Context: an optimization exercise on an open-source flow, tuned for small area, a short achievable clock period and few clock cycles per item. The choices shown serve that exercise and are no tape-out recipe. The RTL was checked by simulation tests, not by an equivalence proof against the original design. Power figures rest on the tool's default switching activity, not on a simulated workload.

==> sierra <==
## rate_monotonic_tick_scheduler
module rate_monotonic_tick_scheduler #(
  parameter int unsigned MAX_TASKS = 8
) (
  input  logic                          clk_i,
  input  logic                          rst_ni,
  input  logic                          s_axis_tvalid_i,
  output logic                          s_axis_tready_o,
  input  logic [rmts_pkg::InDataW-1:0]  s_axis_tdata_i,
  input  logic                          s_axis_tuser_i,
  output logic                          m_axis_tvalid_o,
  input  logic                          m_axis_tready_i,
  output logic [rmts_pkg::OutDataW-1:0] m_axis_tdata_o
);
clock: 10.0 ns
lec_check: 0
abc_clock_period_in_ps: 4000
cap_margin: 20
core_margin: 2
core_utilization: 30
setup_slack_margin: 5
slew_margin: 20
run.sh (not shown) runs the stock make flow with config.mk's settings and CLKGATE_MAP_FILE= SYNTH_SCRIPT=/design/flow/synth_recipe.tcl, a recipe that flattens the netlist after the stock synthesis.
==> inputs of amber, as changes to sierra <==
--- a/flow/design.v
+++ b/flow/design.v
@@ -51,20 +51,38 @@
     logic [31:0] ia;
     lo0 = {1'b0, a[3:0]} + {1'b0, b};
     lo1 = {1'b0, a[3:0]} + {1'b0, b} - 5'd1;
     lo  = sub ? lo1 : lo0;
     ia  = inc32({4'd0, a[31:4]});
     hi  = lo[4] ? ia[27:0] : a[31:4];
     add_small2 = {hi, lo[3:0]};
   endfunction
-  function automatic logic gt16(input logic [15:0] a, input logic [15:0] b);
+  function automatic logic [3:0] pc8(input logic [7:0] b);
+    logic s0, c0, s1, c1, s2, c2, t0, d0, u, e1, v, e2;
+    s0 = b[0] ^ b[1] ^ b[2];
+    c0 = (b[0] & b[1]) | (b[0] & b[2]) | (b[1] & b[2]);
+    s1 = b[3] ^ b[4] ^ b[5];
+    c1 = (b[3] & b[4]) | (b[3] & b[5]) | (b[4] & b[5]);
+    s2 = b[6] ^ b[7];
+    c2 = b[6] & b[7];
+    t0 = s0 ^ s1 ^ s2;
+    d0 = (s0 & s1) | (s0 & s2) | (s1 & s2);
+    u  = c0 ^ c1 ^ c2;
+    e1 = (c0 & c1) | (c0 & c2) | (c1 & c2);
+    v  = u ^ d0;
+    e2 = u & d0;
+    pc8 = {e1 & e2, e1 ^ e2, v, t0};
+  endfunction
+  function automatic logic gt16(input logic [15:0] a, input logic [15:0] b,
+                                input logic ge);
     logic [15:0] gg, ee, gn, en;
     gg = a & ~b;
     ee = ~(a ^ b);
+    gg[0] = gg[0] | (ee[0] & ge);
     for (int d = 1; d < 16; d = d * 2) begin
       gn = gg;
       en = ee;
       for (int i = d; i < 16; i++) begin
         gn[i] = gg[i] | (ee[i] & gg[i-d]);
         en[i] = ee[i] & ee[i-d];
       end
       gg = gn;
@@ -74,39 +92,51 @@
   endfunction
 endpackage
 `timescale 1ns / 1ps
 module rmts_ctrl (
   input  logic clk_i,
   input  logic rst_ni,
   input  logic in_valid_i,
   output logic in_ready_o,
-  output logic accept_o,
+  output logic take_o,
+  output logic req_valid_o,
+  output logic proc_o,
   output logic out_valid_o,
   input  logic out_ready_i
 );
-  logic out_valid_q;
-  assign in_ready_o  = !out_valid_q || out_ready_i;
-  assign accept_o    = in_valid_i && in_ready_o;
+  logic req_valid_q, out_valid_q, full_q;
+  logic req_valid_d, out_valid_d;
+  assign proc_o      = req_valid_q && (!out_valid_q || out_ready_i);
+  assign in_ready_o  = !full_q || out_ready_i;
+  assign take_o      = in_valid_i && in_ready_o;
+  assign req_valid_o = req_valid_q;
   assign out_valid_o = out_valid_q;
+  always_comb begin
+    req_valid_d = in_ready_o ? in_valid_i : req_valid_q;
+    out_valid_d = proc_o ? 1'b1 : (out_ready_i ? 1'b0 : out_valid_q);
+  end
   always_ff @(posedge clk_i or negedge rst_ni) begin
     if (!rst_ni) begin
+      req_valid_q <= 1'b0;
       out_valid_q <= 1'b0;
-    end else if (accept_o) begin
-      out_valid_q <= 1'b1;
-    end else if (out_ready_i) begin
-      out_valid_q <= 1'b0;
+      full_q      <= 1'b0;
+    end else begin
+      req_valid_q <= req_valid_d;
+      out_valid_q <= out_valid_d;
+      full_q      <= req_valid_d && out_valid_d;
     end
   end
 endmodule
 `timescale 1ns / 1ps
 module rmts_datapath (
   input  logic                          clk_i,
   input  logic                          rst_ni,
-  input  logic                          accept_i,
+  input  logic                          take_i,
+  input  logic                          proc_i,
   input  logic                          req_type_i,
   input  logic [2:0]                    slot_i,
   input  logic [15:0]                   task_id_i,
   input  logic [15:0]                   exec_time_i,
   input  logic [15:0]                   period_i,
   input  logic [15:0]                   job_count_i,
   output logic [rmts_pkg::OutDataW-1:0] out_data_o
 );
@@ -122,30 +152,42 @@
   logic [NT-1:0] rone, cone, jone;
   logic [NT-1:0] beat_q [NT];
   logic [NT-1:0] act_q, rdy_q, seen_q, cur_q, mask_q;
   logic          sw_q, fin_q;
   logic [31:0]   time_q, done_q, miss_q, wsum_q;
   logic        busy_q, pre_q;
   logic [15:0] run_id_q, pre_id_q, cur_id_q;
   logic [1:0]  kind_q;
-  logic is_load;
-  assign is_load = (req_type_i == rmts_pkg::REQ_LOAD);
-  logic [15:0]   ld_exec, ld_per;
-  logic [NT-1:0] ld_oh, p_gt, p_eq;
-  logic          ld_act;
+  logic          is_load;
+  logic [15:0]   ld_id, ld_exec, ld_per, ld_jobs;
+  logic [NT-1:0] ld_oh;
+  logic          ld_act, ld_eone, ld_pone, ld_jone;
+  always_ff @(posedge clk_i) begin
+    if (take_i) begin
+      is_load <= (req_type_i == rmts_pkg::REQ_LOAD);
+      for (int i = 0; i < NT; i++) begin
+        ld_oh[i] <= (slot_i == 3'(i));
+      end
+      ld_id   <= task_id_i;
+      ld_exec <= (exec_time_i == 16'd0) ? 16'd1 : exec_time_i;
+      ld_per  <= (period_i == 16'd0) ? 16'd1 : period_i;
+      ld_jobs <= job_count_i;
+      ld_act  <= (job_count_i != 16'd0);
+      ld_eone <= (exec_time_i <= 16'd1);
+      ld_pone <= (period_i <= 16'd1);
+      ld_jone <= (job_count_i == 16'd1);
+    end
+  end
+  logic [NT-1:0] p_win, below;
   logic [31:0]   ld_sub, wsum_ld;
-  assign ld_exec = (exec_time_i == 16'd0) ? 16'd1 : exec_time_i;
-  assign ld_per  = (period_i == 16'd0) ? 16'd1 : period_i;
-  assign ld_act  = (job_count_i != 16'd0);
   always_comb begin
     for (int i = 0; i < NT; i++) begin
-      ld_oh[i] = (slot_i == 3'(i));
-      p_gt[i]  = rmts_pkg::gt16(ld_per, per_q[i]);
-      p_eq[i]  = (ld_per == per_q[i]);
+      below[i] = |(ld_oh >> (i + 1));
+      p_win[i] = rmts_pkg::gt16(ld_per, per_q[i], below[i]);
     end
   end
   always_comb begin
     ld_sub = '0;
     for (int i = 0; i < NT; i++) begin
       ld_sub = ld_sub | ((ld_oh[i] && seen_q[i]) ? wait_q[i] : 32'd0);
     end
   end
@@ -188,22 +230,18 @@
     end
     fresh_sel = |(sel & fresh_q);
     pre       = any && (|cur_q) && !(|(cur_q & sel));
     kind      = (any && (sw_q || pre)) ? (fresh_sel ? rmts_pkg::KIND_START
                                                     : rmts_pkg::KIND_RESUME)
                                        : rmts_pkg::KIND_CONT;
     sw_n      = any ? (|(sel & (rone | cone))) : sw_q;
     fin_any   = |fin_v;
-    mcnt = '0;
-    bcnt = '0;
-    for (int i = 0; i < NT; i++) begin
-      mcnt = mcnt + 4'(mpre[i]);
-      bcnt = bcnt + 4'(rdy_b[i]);
-    end
+    mcnt = rmts_pkg::pc8(mpre);
+    bcnt = rmts_pkg::pc8(rdy_b);
     fin_m = |(fin_v & mpre);
     sel_b = |(sel & rdy_b);
   end
   logic [31:0] time_inc, done_inc, miss_add, wsum_add;
   assign time_inc = rmts_pkg::inc32(time_q);
   assign done_inc = rmts_pkg::inc32(done_q);
   assign miss_add = rmts_pkg::add_small2(miss_q, mcnt, fin_m);
   assign wsum_add = rmts_pkg::add_small2(wsum_q, bcnt, sel_b);
@@ -217,17 +255,17 @@
       cur_q  <= '0;
       mask_q <= '0;
       sw_q   <= 1'b1;
       fin_q  <= 1'b0;
       time_q <= '0;
       done_q <= '0;
       miss_q <= '0;
       wsum_q <= '0;
-    end else if (accept_i) begin
+    end else if (proc_i) begin
       if (is_load) begin
         for (int i = 0; i < NT; i++) begin
           if (ld_oh[i]) begin
             act_q[i]  <= ld_act;
             rdy_q[i]  <= ld_act;
             seen_q[i] <= 1'b1;
           end
         end
@@ -246,42 +284,42 @@
         time_q <= time_inc;
         if (fin_any) done_q <= done_inc;
         miss_q <= miss_add;
         if (any) wsum_q <= wsum_add;
       end
     end
   end
   always_ff @(posedge clk_i) begin
-    if (accept_i) begin
+    if (proc_i) begin
       if (is_load) begin
         busy_q   <= 1'b0;
         run_id_q <= '0;
         pre_q    <= 1'b0;
         pre_id_q <= '0;
         kind_q   <= rmts_pkg::KIND_CONT;
         for (int i = 0; i < NT; i++) begin
           if (ld_oh[i]) begin
-            id_q[i]    <= task_id_i;
+            id_q[i]    <= ld_id;
             exec_q[i]  <= ld_exec;
             per_q[i]   <= ld_per;
             cnt_q[i]   <= ld_per;
             rem_q[i]   <= ld_exec;
-            jobs_q[i]  <= job_count_i;
+            jobs_q[i]  <= ld_jobs;
             wait_q[i]  <= '0;
             fresh_q[i] <= 1'b1;
-            cone[i]    <= (ld_per == 16'd1);
-            rone[i]    <= (ld_exec == 16'd1);
-            jone[i]    <= (job_count_i == 16'd1);
+            cone[i]    <= ld_pone;
+            rone[i]    <= ld_eone;
+            jone[i]    <= ld_jone;
           end
         end
         for (int i = 0; i < NT; i++) begin
           for (int j = i + 1; j < NT; j++) begin
-            if (ld_oh[i]) beat_q[i][j] <= !p_gt[j];
-            if (ld_oh[j]) beat_q[i][j] <= p_gt[i] || p_eq[i];
+            if (ld_oh[i]) beat_q[i][j] <= !p_win[j];
+            if (ld_oh[j]) beat_q[i][j] <= p_win[i];
           end
         end
       end else begin
         busy_q   <= any;
         run_id_q <= run_id;
         pre_q    <= pre;
         pre_id_q <= pre ? cur_id_q : 16'd0;
         kind_q   <= kind;
@@ -314,30 +352,33 @@
   input  logic                          s_axis_tvalid_i,
   output logic                          s_axis_tready_o,
   input  logic [rmts_pkg::InDataW-1:0]  s_axis_tdata_i,
   input  logic                          s_axis_tuser_i,
   output logic                          m_axis_tvalid_o,
   input  logic                          m_axis_tready_i,
   output logic [rmts_pkg::OutDataW-1:0] m_axis_tdata_o
 );
-  logic accept;
+  logic take, req_valid, proc;
   rmts_ctrl u_ctrl (
     .clk_i      (clk_i),
     .rst_ni     (rst_ni),
     .in_valid_i (s_axis_tvalid_i),
     .in_ready_o (s_axis_tready_o),
-    .accept_o   (accept),
+    .take_o     (take),
+    .req_valid_o(req_valid),
+    .proc_o     (proc),
     .out_valid_o(m_axis_tvalid_o),
     .out_ready_i(m_axis_tready_i)
   );
   rmts_datapath u_datapath (
     .clk_i      (clk_i),
     .rst_ni     (rst_ni),
-    .accept_i   (accept),
+    .take_i     (take),
+    .proc_i     (proc),
     .req_type_i (s_axis_tuser_i),
     .slot_i     (s_axis_tdata_i[2:0]),
     .task_id_i  (s_axis_tdata_i[18:3]),
     .exec_time_i(s_axis_tdata_i[34:19]),
     .period_i   (s_axis_tdata_i[50:35]),
     .job_count_i(s_axis_tdata_i[66:51]),
     .out_data_o (m_axis_tdata_o)
   );
Settings changed: CORE_UTILIZATION 30 to 45.
==> notes <==
- sierra completed without violations. amber finished with timing, DRC and antenna clean.
- Against amber, the sequential share of layout area of sierra is lower by 3.2 points.
- In sierra the die area is larger than in amber, by about 45%.
- Of sierra and amber, sierra has the higher worst hold slack (gap 0.0012 ns).
- Power: sierra is lower than amber (8.6%).
- Against amber, the flip-flop and latch count of sierra is lower by 79.
- Clock skew: amber is lower than sierra (0.029 ns).
==> figures <==
|  | amber | sierra |
|---|---|---|
| Run status | timing/DRC/antenna clean | timing/DRC/antenna clean |
| Min-delay src | u_datapath.seen_q[2] | u_datapath.seen_q[4] |
| Final worst setup slack | 5.09 ns | 4.45 ns |
| Global placer's final weighted congestion | 0.902 | 0.930 |
| Antenna violations before repair | 5 | 9 |
| Worst hold endpoint | u_datapath.seen_q[2] | u_datapath.seen_q[4] |
| Number of vias per cell after detailed routing | 5.86 | 5.33 |
| Core occupancy in the finished layout | 51.8% | 35.8% |
| Clock network power consumption | 5.71 mW | 5.62 mW |
| Global-route wire length before repair | 310000 um | 318000 um |
| Final hold slack | 0.464 ns | 0.465 ns |
| Least-Margin Pin Slew | 1.16 ns | 1.21 ns |
| Filler instances | 13900 | 22600 |
Testbench counts of sierra, summed over its fixed seeds: cycles 12,808, items 12,800.
Testbench counts of amber, summed over its fixed seeds: cycles 12,816, items 12,800.

## afterwards: timing with drivers on the ports
No port has a modelled driver above. Below, the same layouts with a new extraction and two added sets of constraints.
Step 1 assumes that a clkbuf_16 drives the clock port and a buf_2 every other input.
Step 2 adds t to the input delays and takes it off the output delays; t is the mean of the earliest and latest rising clock arrival at the registers after step 1. Input paths then give back, and output paths get back, about the clock's delay inside the block.
a / b / c = ideal / step 1 / step 2; a / b = the first two.
run | shift t [ns] | setup WS [ns] | worst setup path after step 2 | latest minus earliest clock arrival (ns) | worst data-port slew with drivers (ns)
sierra | 0.883 | 4.446 / 4.383 / 3.500 | input to register | 0.069 / 0.069 | 0.18
amber | 0.879 | 5.090 / 5.090 / 4.465 | input to register | 0.034 / 0.034 | 0.14
After both steps setup and hold are still met in every run listed. For sierra, which loses most, drivers alone change the setup slack by -0.063 ns; drivers and shift together by -0.946 ns.
